This is an optimization exercise on Yosys and OpenROAD, whose aim is small area, a short achievable clock period and few clock cycles per item, not a production implementation. Only simulation tests tie the RTL to the original design; equivalence was not proved. No activity file was given, so power comes from the tool's default toggle rates.

==> flow/design.v <==
module regBank (
    input  logic                    clk,
    input  logic                    rst,
    input  logic [15:0]             wrEn,
    input  logic [32-1:0] wrData,
    output logic [15:0]             written,
    input  logic [15:0]             rdSel1,
    input  logic                    rdRst1,
    input  logic [15:0]             rdSel2,
    input  logic                    rdRst2,
    output logic [32-1:0] rdData1,
    output logic [32-1:0] rdData2
);
    logic [15:0][32-1:0] regs;
    always_ff @(posedge clk or posedge rst) begin
        if (rst) begin
            written <= '0;
        end else begin
            written <= written | wrEn;
        end
    end
    always_ff @(posedge clk) begin
        for (int i = 0; i < 16; i++) begin
            if (wrEn[i]) begin
                regs[i] <= wrData;
            end
        end
    end
    function automatic logic [32-1:0] readPort(input logic [15:0] sel, input logic rstVal);
        logic [32-1:0] acc;
        acc = '0;
        for (int i = 0; i < 16; i++) begin
            acc = acc | ({32{sel[i]}} & regs[i]);
        end
        acc = acc | {22'd0, {10{rstVal}}};
        readPort = acc;
    endfunction
    assign rdData1 = readPort(rdSel1, rdRst1);
    assign rdData2 = readPort(rdSel2, rdRst2);
endmodule
module coreTop (
    input  logic                    clk,
    input  logic                    rst,
    input  logic                    instrValid,
    input  logic [31:0]             instr,
    output logic                    instrCredit,
    output logic                    resValid,
    output logic [4:0]              resDest,
    output logic [32-1:0] resData
);
    logic [5:0]  opcode;
    logic [4:0]  rd, rs, rt;
    logic [10:0] funct;
    assign opcode = instr[31:26];
    assign rd     = instr[25:21];
    assign rs     = instr[20:16];
    assign rt     = instr[15:11];
    assign funct  = instr[10:0];
    logic isReg, isAddi, isLui;
    logic dAdd, dSub, dAnd, dOr, dXor, dSlt;
    logic dArith, dKnown;
    assign isReg  = (opcode == 6'h00);
    assign isAddi = (opcode == 6'h08);
    assign isLui  = (opcode == 6'h0f);
    assign dAdd   = isReg && (funct == 11'h020);
    assign dSub   = isReg && (funct == 11'h022);
    assign dAnd   = isReg && (funct == 11'h024);
    assign dOr    = isReg && (funct == 11'h025);
    assign dXor   = isReg && (funct == 11'h026);
    assign dSlt   = isReg && (funct == 11'h02a);
    assign dArith = dAdd || dSub || isAddi || isLui;    
    assign dKnown = dArith || dAnd || dOr || dXor || dSlt;
    logic                    irValid, exValid, wbValid;
    logic [4:0]              irDest, exDest;
    logic                    useS, useT;
    logic                    dFwdS, dFwdT, dWbS, dWbT;
    logic [15:0]             dSelS, dSelT;
    function automatic logic live(input logic [4:0] r);
        live = (r != 5'd0) && (r[4] == 1'b0 || r[3:0] == 4'd0);
    endfunction
    assign useS  = !isLui && live(rs);
    assign useT  = !(isLui || isAddi) && live(rt);
    assign dFwdS = useS && irValid && (irDest == rs);
    assign dFwdT = useT && irValid && (irDest == rt);
    assign dWbS  = useS && exValid && (exDest == rs) && !dFwdS;
    assign dWbT  = useT && exValid && (exDest == rt) && !dFwdT;
    logic sameReg, zeroDiff, dInvA, dInvB;
    assign sameReg  = (rs == rt);
    assign zeroDiff = (dSub || dSlt) && sameReg;
    assign dInvA    = (dSub || dSlt) && !sameReg && dFwdT;
    assign dInvB    = (dSub || dSlt) && !sameReg && !dFwdT;
    logic [15:0] written, wbWe, writtenNext;
    logic        dRdS, dRdT, dRstS, dRstT;
    assign writtenNext = written | wbWe;
    assign dRdS  = useS && !dFwdS && !dWbS;
    assign dRdT  = useT && !dFwdT && !dWbT;
    assign dRstS = dRdS && rs[4] && !writtenNext[0];
    assign dRstT = dRdT && rt[4] && !writtenNext[0];
    always_comb begin
        for (int i = 0; i < 16; i++) begin
            dSelS[i] = dRdS && (rs[3:0] == 4'(i)) && writtenNext[i];
            dSelT[i] = dRdT && (rt[3:0] == 4'(i)) && writtenNext[i];
        end
    end
    logic                    irArith, irInvA, irInvB, irAnd, irOr, irXor, irSlt;
    logic                    irImm, irLui;
    logic                    irFwdS, irFwdT, irWbS, irWbT;
    logic [15:0]             irSelS, irSelT;
    logic                    irRstS, irRstT;
    logic [15:0]             irImmVal;
    always_ff @(posedge clk or posedge rst) begin
        if (rst) begin
            irValid     <= 1'b0;
            instrCredit <= 1'b0;
        end else begin
            irValid     <= instrValid;
            instrCredit <= instrValid;  
        end
    end
    always_ff @(posedge clk) begin
        irDest   <= dKnown ? rd : 5'd0;
        irArith  <= dArith && !zeroDiff;
        irInvA   <= dInvA;
        irInvB   <= dInvB;
        irAnd    <= dAnd;
        irOr     <= dOr;
        irXor    <= dXor;
        irSlt    <= dSlt && !zeroDiff;
        irLui    <= isLui;
        irImm    <= isLui || isAddi;
        irFwdS   <= dFwdS;
        irFwdT   <= dFwdT;
        irWbS    <= dWbS;
        irWbT    <= dWbT;
        irSelS   <= dSelS;
        irSelT   <= dSelT;
        irRstS   <= dRstS;
        irRstT   <= dRstT;
        irImmVal <= instr[15:0];
    end
    logic [32-1:0] aluResult;
    logic [32-1:0] bankS, bankT;
    logic [32-1:0] nextA, nextB, immExt;
    logic [32-1:0] wbData;
    regBank bank_i (
        .clk     (clk),
        .rst     (rst),
        .wrEn    (wbWe),
        .wrData  (wbData),
        .written (written),
        .rdSel1  (irSelS),
        .rdRst1  (irRstS),
        .rdSel2  (irSelT),
        .rdRst2  (irRstT),
        .rdData1 (bankS),
        .rdData2 (bankT)
    );
    assign immExt = irLui ? {irImmVal, 16'h0000} : {{16{irImmVal[15]}}, irImmVal};
    assign nextA = ((bankS | ({32{irWbS}} & wbData)) ^ {32{irInvA}})
                 | ({32{irFwdS}} & aluResult);
    assign nextB = ((bankT | ({32{irWbT}} & wbData)
                           | ({32{irImm}} & immExt)) ^ {32{irInvB}})
                 | ({32{irFwdT}} & aluResult);
    logic                    exArith, exSub, exInvRes, exAnd, exOr, exXor, exSlt;
    logic [32-1:0] opA, opB;
    always_ff @(posedge clk or posedge rst) begin
        if (rst) begin
            exValid <= 1'b0;
        end else begin
            exValid <= irValid;
        end
    end
    always_ff @(posedge clk) begin
        exDest  <= irDest;
        exArith <= irArith;
        exSub   <= irInvB;
        exInvRes <= irInvA;
        exAnd   <= irAnd;
        exOr    <= irOr;
        exXor   <= irXor;
        exSlt   <= irSlt;
        opA     <= nextA;
        opB     <= nextB;
    end
    logic [32-1:0] sum;
    logic                    less;
    logic [32:0] gen, prop;
    always_comb begin
        gen  = {opA & opB, exSub};
        prop = {opA ^ opB, 1'b0};
        for (int d = 1; d <= 32; d = d * 2) begin
            for (int i = 32; i >= d; i--) begin
                gen[i]  = gen[i] | (prop[i] & gen[i - d]);
                prop[i] = prop[i] & prop[i - d];
            end
        end
    end
    assign sum = (opA ^ opB ^ {32{exInvRes}}) ^ gen[32-1:0];
    assign less = (opA[31] == opB[31]) ? (opA[31] ^ exInvRes) : sum[31];
    assign aluResult = ({32{exArith}} & sum)
                     | ({32{exAnd}} & (opA & opB))
                     | ({32{exOr}}  & (opA | opB))
                     | ({32{exXor}} & (opA ^ opB))
                     | 32'(exSlt && less);
    always_ff @(posedge clk or posedge rst) begin
        if (rst) begin
            wbValid <= 1'b0;
            wbWe    <= '0;
        end else begin
            wbValid <= exValid;
            for (int i = 0; i < 16; i++) begin
                wbWe[i] <= exValid && live(exDest) && (exDest[3:0] == 4'(i));
            end
        end
    end
    always_ff @(posedge clk) begin
        resDest <= exDest;
        resData <= (exDest != 5'd0) ? aluResult : '0;
        wbData  <= aluResult;
    end
    assign resValid = wbValid;
endmodule
==> flow/flow/run.sh <==
#!/bin/bash
# Standard layout, with the port buffers made from buf_4 cells instead of
# the buffer_ports default, so the input and output paths are not slowed by
# delay cells.
set -o pipefail
cp standard.sh standard.sh.txt
export BUFFER_PORTS_ARGS="-buffer_cell sky130_fd_sc_hd__buf_4"
bash standard.sh > standard.log 2>&1
==> flow/standard.sh <==
#!/bin/bash
# synth_recipe.tcl (not shown) runs the flow's synth.tcl, then flattens the netlist and writes it again
# the make line also repeats each setting of config.mk as NAME=value (left out here)
make -C /OpenROAD-flow-scripts/flow DESIGN_CONFIG=/design/flow/config.mk WORK_HOME=/design/flow/orfs CLKGATE_MAP_FILE= SYNTH_SCRIPT=/design/flow/synth_recipe.tcl "${@:-finish}"
==> flow/config.mk <==
export PLATFORM = sky130hd
export DESIGN_NAME = coreTop
export DESIGN_NICKNAME = coreTop
export VERILOG_FILES = /design/flow/design.v
export SDC_FILE = /design/flow/constraint.sdc
export NUM_CORES = 4
export LEC_CHECK = 0
export ABC_AREA = 1
export CAP_MARGIN = 20
export CORE_MARGIN = 2
export CORE_UTILIZATION = 50
export CTS_BUF_LIST = sky130_fd_sc_hd__clkbuf_16
export CTS_CLUSTER_DIAMETER = 80
export CTS_CLUSTER_SIZE = 25
export SETUP_SLACK_MARGIN = 2.85
export SLEW_MARGIN = 20
export TNS_END_PERCENT = 100
==> flow/constraint.sdc <==
create_clock -name core_clock -period 5.0 [get_ports {clk}]
set_input_delay 1.0000 -clock core_clock [delete_from_list [all_inputs] [get_ports {clk}]]
set_output_delay 1.0000 -clock core_clock [all_outputs]
set_load 0.01 [all_outputs]
==> notes.md <==
[power by group through the flow]
stage	combinational, mW	clock, mW	sequential [mW]
global placement	0.725	0	6.94
CTS	0.864	3.96	6.80
floorplan	0.507	0	6.90
detailed placement	0.737	0	6.94
global route	1.09	4.17	6.81
finish	1.01	3.96	6.81
[area by class of cell]
| class | instances | area (µm²) | share of cell area |
|---|---|---|---|
| flip-flops and latches | 760 | 20700 | 0.530 |
| clock inverters | 32 | 246 | 0.00632 |
| diodes | 2 | 5.00 | 0.000128 |
| repair buffers | 182 | 1440 | 0.0370 |
| inverters | 264 | 1020 | 0.0260 |
| clock buffers | 45 | 1130 | 0.0289 |
| well taps | 873 | 1090 | 0.0280 |
| multi-input cells | 2260 | 13400 | 0.344 |
[worst max path at each step]
stage,startpoint,to,slack (ns),cells past startpoint
finish,irSelS[5],opA[8],2.81,7
global route,opB[5],opA[12],2.76,11
CTS,irValid,instrCredit,2.81,1
detailed placement,instr[28],irDest[2],2.04,9
global placement,instr[28],irDest[4],2.16,9
floorplan,instr[11],irSelT[4],2.83,10
[critical path, delay by kind of cell (launching register included)]
| kind | cells | cell delay, ns |
|---|---|---|
| buffers and inverters | 1 | 0.57 |
| XOR/XNOR | 1 | 0.23 |
| flip-flops | 1 | 0.64 |
| AND/OR/NAND/NOR | 3 | 0.20 |
| AO/OA/AOI/OAI | 2 | 0.39 |
[cells by family after synthesis]
family	after synthesis	synth area share
AOI/OAI and AO/OA	445	0.0955
xor gates and xnor gates	102	0.0261
adders and majority gates	65	0.0237
and+or+nand+nor	1648	0.209
buffers and inverters	409	0.0465
DFF	760	0.599
[layout by cell type (no fill, tap or decap), types with 34 or more instances in the layout]
cell       netlist  layout
nand2_1       1010     967
edfxtp_1       512     512
inv_1          254     241
nor2_1         195     165
buf_4            6     165
nand3_1        153     144
dfxtp_1        213     137
nand4_1        123     123
a221oi_1       121     120
xor2_1          87      81
a22o_1          78      78
a21oi_1         79      57
a211oi_1        54      54
dfxtp_2          0      54
nand2_2         44      50
clkbuf_16        0      45
nand2_4          4      40
ha_1            65      34
[metal layers]
metal / track usage / vias up / share of wire
li1: - / 12000 / -
met1: 0.503 / 13700 / 0.37
met2: 0.563 / 2266 / 0.43
met3: 0.100 / 502 / 0.14
met4: 0.175 / 0 / 0.057
met5: 0.00416 / - / 0
[timing repair]
action | in CTS | in global routing
endpoints found under the setup margin | 110 | 121
cloned | 0 | 0
pin swaps | 23 | 50
buffers inserted | 22 | 26
resized for setup | 177 | 201
[per-stage QoR]
stage                util  hold WS, ns
floorplan               -        0.310
global placement    0.531        0.318
detailed placement  0.531        0.312
CTS                 0.564        0.335
global route        0.578        0.332
finish              0.578        0.325
[sequential cells by signal (all words and copies together) (netlist names), 32 cells and up]
name and cells:
opA 32, opB 32, wbData 32, resData 32, bank_i.regs 512
==> results.toml <==
[die]
coreArea_um2 = 67500
dieArea_um2 = 70600
die_h_um = 266
ios = 74
row_count = 95
start_util = 0.507
die_width_um = 266

[critical_path]
slowest_delay_ns = 0.64
timing.rr.end = "opA[8]"
cp-start-kind = "register"
crit_chain = "buf_4 -> a22o_1 -> nor2_1 -> nand3_1 -> nor2_1 -> xor2_1 -> o21ai_0"
worstPathMaxFanout = 23
path_common_cell = "nor2_1"
rrSetupSlack_ns = 2.81
r2r_start = "irSelS[5]"
path_class = "reg2reg"
arrival_ns = 2.66
end_kind = "register"
r2r_cells = 7
crit_slowest_cell = "dfxtp_2"
required_ns = 5.47

[synthesis]
synthFlopType = "edfxtp_1"
synth_seq_area_share = 0.599
syn-cell-area_um2 = 34300
syn_avg_cell_area_um2 = 9.99
synth_area_leaders = "edfxtp_1, dfxtp_1, nand2_1"
synth_nets = 3529
synthesis.instances = 3429
synth_top_cell_area_share = 0.449
ys_ff_latch = 760
yosysMostFrequentCell = "nand2_1"
postSynth.asyncResetShare = 0.0461
yosys.area.top_type = "edfxtp_1"
synth_common_cells = "nand2_1, edfxtp_1, inv_1"
ys_warn_count = 2
synth_edf_count = 512
yosysUniqueCellTypes = 56

[placement]
dp_cells = 4291
dpl.hpwl_um = 80200
place_area_um2 = 35800
place_congestion = 0.953
port_buffers = 73
pre_cts_ws_ns = 2.04

[hold_path]
whs_endpoint = "exOr"
hold_path_startpoint = "irOr"
hp-class = "reg2reg"
worstHoldPathCells = 0

[outcome]
status = "finished clean"

[detailed_routing]
wl_per_cell_um = 30.3
dr_total_vias = 28500
wirelength_um = 134000
ant_nets = 0
avgViaCountPerCell = 6.44
drc_errors = 0
drtPass1Iterations = 6
drtIter0Drc = 4325

[timing]
setup_viol = 0
finalCriticalPeriod_ns = 2.19
hold_violations = 0
drv_slew = 0
post-route-period-util = 0.439
grt_setup_unrepaired = "yes"
tns_ns = 0
fin_skew_ns = 0.0297
maxSlewHeadroom = 0.376
clock.fmax_mhz = 456
setup_ws_ns = 2.81
tightestPinTransition_ns = 0.935

[layout]
fin_cells = 4418
drive_gt1_frac = 0.183
post-route-cell-area_um2 = 39000
nets = 3610
fill_cells = 5702
area_delta_synth_final_pct = 13.9

[global_routing]
grt_util_all_layers = 0.373
grt_max_degree = 36
grt_first_pass_wirelength_um = 189000
gr-total-overflow = 0
first_global_vias = 27100
grt_antenna_before_repair = 4

[pwr]
p_leak_nw = 15.9
intPower_mw = 8.82
total_power_mw = 11.8
combinationalPowerShare = 0.086
seqPwrFrac = 0.578
p_per_area_nw_per_um2 = 302
ir_drop_uv = 277
pwr-share-clk = 0.336
switching_power_mw = 2.96
p_sw_frac = 0.251

[clock_network]
cts_max_path_buffers = 3
ctsRootBufferMaster = "clkbuf_16"
cts_tree = "done"
clk_pin_slew_ns = 0.10
h-tree-depth = 2
numCtsBuffers = 42
cts_hold_buf = 0
cts.sinks = 760
clkLatencyLatePin_ns = 0.63

[flow_run]
max_cap_viol_count = 0
Testbench counts, summed over its fixed seeds: cycles 24,016, items 24,000.

==> static timing again, ports no longer ideal <==
How much do the figures lean on ideal ports? The routed layout below was timed once more, with nothing changed but the port constraints.
Step 1 sets driving cells, clkbuf_16 on the clock port and buf_2 on the other inputs (assumed; they add their load-dependent delay and slew).
Step 2 times the ports against the registers' clock, not the clock port: input delays grow and output delays shrink by t, the midpoint of the rising clock arrivals with the driver on.
a / b / c = ideal ports / drivers / drivers and shift; a / b = the first two.
t, ns: 0.684
slack for setup (ns): 2.807 / 2.775 / 2.264
hold slack, ns: 0.325 / 0.325 / 0.325
worst data-port slew with drivers (ns): 0.04
cell pins on the clock port's net: 1
After both steps this run still meets setup and hold. The setup slack of this run moves by -0.032 ns with the drivers and by -0.543 ns with both steps.
